Context: an optimization exercise on an open-source flow, tuned for small area. The choices shown serve that exercise and are no tape-out recipe.
The RTL was checked by simulation tests, not by an equivalence proof against the original design.

==> flow/design.v <==
module gray_window_3x3 #(
  parameter int unsigned WIDTH  = 100,
  parameter int unsigned HEIGHT = 100
) (
  input  logic                      clk,
  input  logic                      rst_n,
  input  logic                      pix_valid,
  input  logic [7:0]                pix_in,
  input  logic                      sof,
  output logic                      win_valid,
  output logic [71:0]               win,
  output logic [$clog2(WIDTH)-1:0]  win_x,
  output logic [$clog2(HEIGHT)-1:0] win_y,
  output logic                      frame_done
);
  localparam int unsigned XW  = $clog2(WIDTH);
  localparam int unsigned YW  = $clog2(HEIGHT);
  localparam int unsigned LEN = 2 * WIDTH + 3;
  logic [XW-1:0] xm1_q;
  logic [YW-1:0] ym1_q;
  logic          acc_q;    
  logic [7:0] chain [LEN];
  always_ff @(posedge clk or negedge rst_n) begin
    if (!rst_n) begin
      xm1_q <= XW'(WIDTH - 2);
      ym1_q <= YW'(HEIGHT - 2);
      acc_q <= 1'b0;
    end else begin
      acc_q <= pix_valid;
      if (pix_valid) begin
        if (sof) begin
          xm1_q <= '1;
          ym1_q <= '1;
        end else if (xm1_q == XW'(WIDTH - 2)) begin
          xm1_q <= '1;
          ym1_q <= (ym1_q == YW'(HEIGHT - 2)) ? '1 : ym1_q + YW'(1);
        end else begin
          xm1_q <= xm1_q + XW'(1);
        end
      end
    end
  end
  always_ff @(posedge clk) begin
    if (pix_valid) begin
      chain[0] <= pix_in;
      for (int i = 1; i < LEN; i++) chain[i] <= chain[i-1];
    end
  end
  for (genvar r = 0; r < 3; r++) begin : g_row
    for (genvar c = 0; c < 3; c++) begin : g_col
      assign win[8*(3*r+c) +: 8] = chain[(2-r)*WIDTH + (2-c)];
    end
  end
  assign win_x      = xm1_q;
  assign win_y      = ym1_q;
  assign win_valid  = acc_q && (xm1_q != '1) && (xm1_q != '0)
                            && (ym1_q != '1) && (ym1_q != '0);
  assign frame_done = acc_q && (xm1_q == XW'(WIDTH - 2)) && (ym1_q == YW'(HEIGHT - 2));
endmodule
clock: 10.0 ns
lec_check: 0
cap_margin: 20
core_margin: 2
core_utilization: 75
slew_margin: 20
standard.sh (not shown) runs the stock make flow with config.mk's settings and CLKGATE_MAP_FILE= SYNTH_SCRIPT=/design/flow/synth_recipe.tcl, a recipe that flattens the netlist after the stock synthesis.
==> flow/flow/run.sh <==
#!/bin/bash
# Standard layout, with a lighter clock tree (no dummy loads, one buffer
# type, larger sink clusters) and the smallest buffer on each port.
set -euo pipefail
export CTS_ARGS="-sink_clustering_enable -repair_clock_nets -dont_use_dummy_load -buf_list sky130_fd_sc_hd__clkbuf_8 -sink_clustering_size 20 -sink_clustering_max_diameter 50"
export BUFFER_PORTS_ARGS="-buffer_cell sky130_fd_sc_hd__buf_1"
bash standard.sh > standard_flow.log 2>&1
The first run went through all stages and came out clean.
Rerun with:
--- a/flow/config.mk
+++ b/flow/config.mk
@@ -9,3 +9,3 @@
 export CORE_MARGIN = 2
-export CORE_UTILIZATION = 75
+export CORE_UTILIZATION = 85
 export SLEW_MARGIN = 20
=> The new run did not get past 3_5_place_dp. Synthesized area does not change. Synthesized cell count does not change.
Rerun with:
==> flow/flow/run.sh (replaced) <==
#!/bin/bash
# Standard layout, with a lighter clock tree (no dummy loads, one buffer
# type, larger sink clusters) and the smallest buffer on each port.
set -euo pipefail
export CTS_ARGS="-sink_clustering_enable -repair_clock_nets -dont_use_dummy_load -buf_list sky130_fd_sc_hd__clkbuf_8 -sink_clustering_size 25 -sink_clustering_max_diameter 45"
export BUFFER_PORTS_ARGS="-buffer_cell sky130_fd_sc_hd__buf_1"
bash standard.sh > standard_flow.log 2>&1
--- a/flow/config.mk
+++ b/flow/config.mk
@@ -9,3 +9,3 @@
 export CORE_MARGIN = 2
-export CORE_UTILIZATION = 85
+export CORE_UTILIZATION = 60
 export SLEW_MARGIN = 20
The changed run produced a clean layout.
Synthesized area does not change.
Synthesized cell count does not change.
Rerun with:
==> flow/flow/run.sh (replaced) <==
#!/bin/bash
# Standard layout, with a lighter clock tree (no dummy loads, one buffer
# type, larger sink clusters) and the smallest buffer on each port.
set -euo pipefail
export CTS_ARGS="-sink_clustering_enable -repair_clock_nets -dont_use_dummy_load -buf_list sky130_fd_sc_hd__clkbuf_8 -sink_clustering_size 28 -sink_clustering_max_diameter 40"
export BUFFER_PORTS_ARGS="-buffer_cell sky130_fd_sc_hd__buf_1"
bash standard.sh > standard_flow.log 2>&1
--- a/flow/config.mk
+++ b/flow/config.mk
@@ -9,3 +9,3 @@
 export CORE_MARGIN = 2
-export CORE_UTILIZATION = 60
+export CORE_UTILIZATION = 80
 export SLEW_MARGIN = 20
=> With this change the flow ended with an error in 3_5_place_dp. Synthesized cell count is unchanged. Synthesized area does not change.

[port drivers added, routing unchanged]
Ports are ideal in the flow. The routed layouts listed here were re-timed in OpenROAD. Step 1 assumes that a clkbuf_16 drives the clock port and a buf_2 every other input. Step 2 also shifts input and output timing later by t, the mid clock arrival at the registers, as if the neighbouring blocks saw the same clock. a / b / c = no drivers / after step 1 / after step 2; a / b = the first two.
run | t, ns | setup WS [ns] | hold slack, ns | latest minus earliest clock arrival (ns) | worst register clock-pin slew, ns
the first run | 0.756 | 5.619 / 5.559 / 5.298 | 0.387 / 0.387 / 0.387 | 0.052 / 0.051 | 0.11 / 0.11
the third run | 0.814 | 5.562 / 5.504 / 4.998 | 0.370 / 0.370 / 0.370 | 0.084 / 0.084 | 0.11 / 0.11
After both steps every run listed still meets setup and hold. For the third run, which loses most, drivers alone change the setup slack by -0.058 ns; drivers and shift together by -0.564 ns.
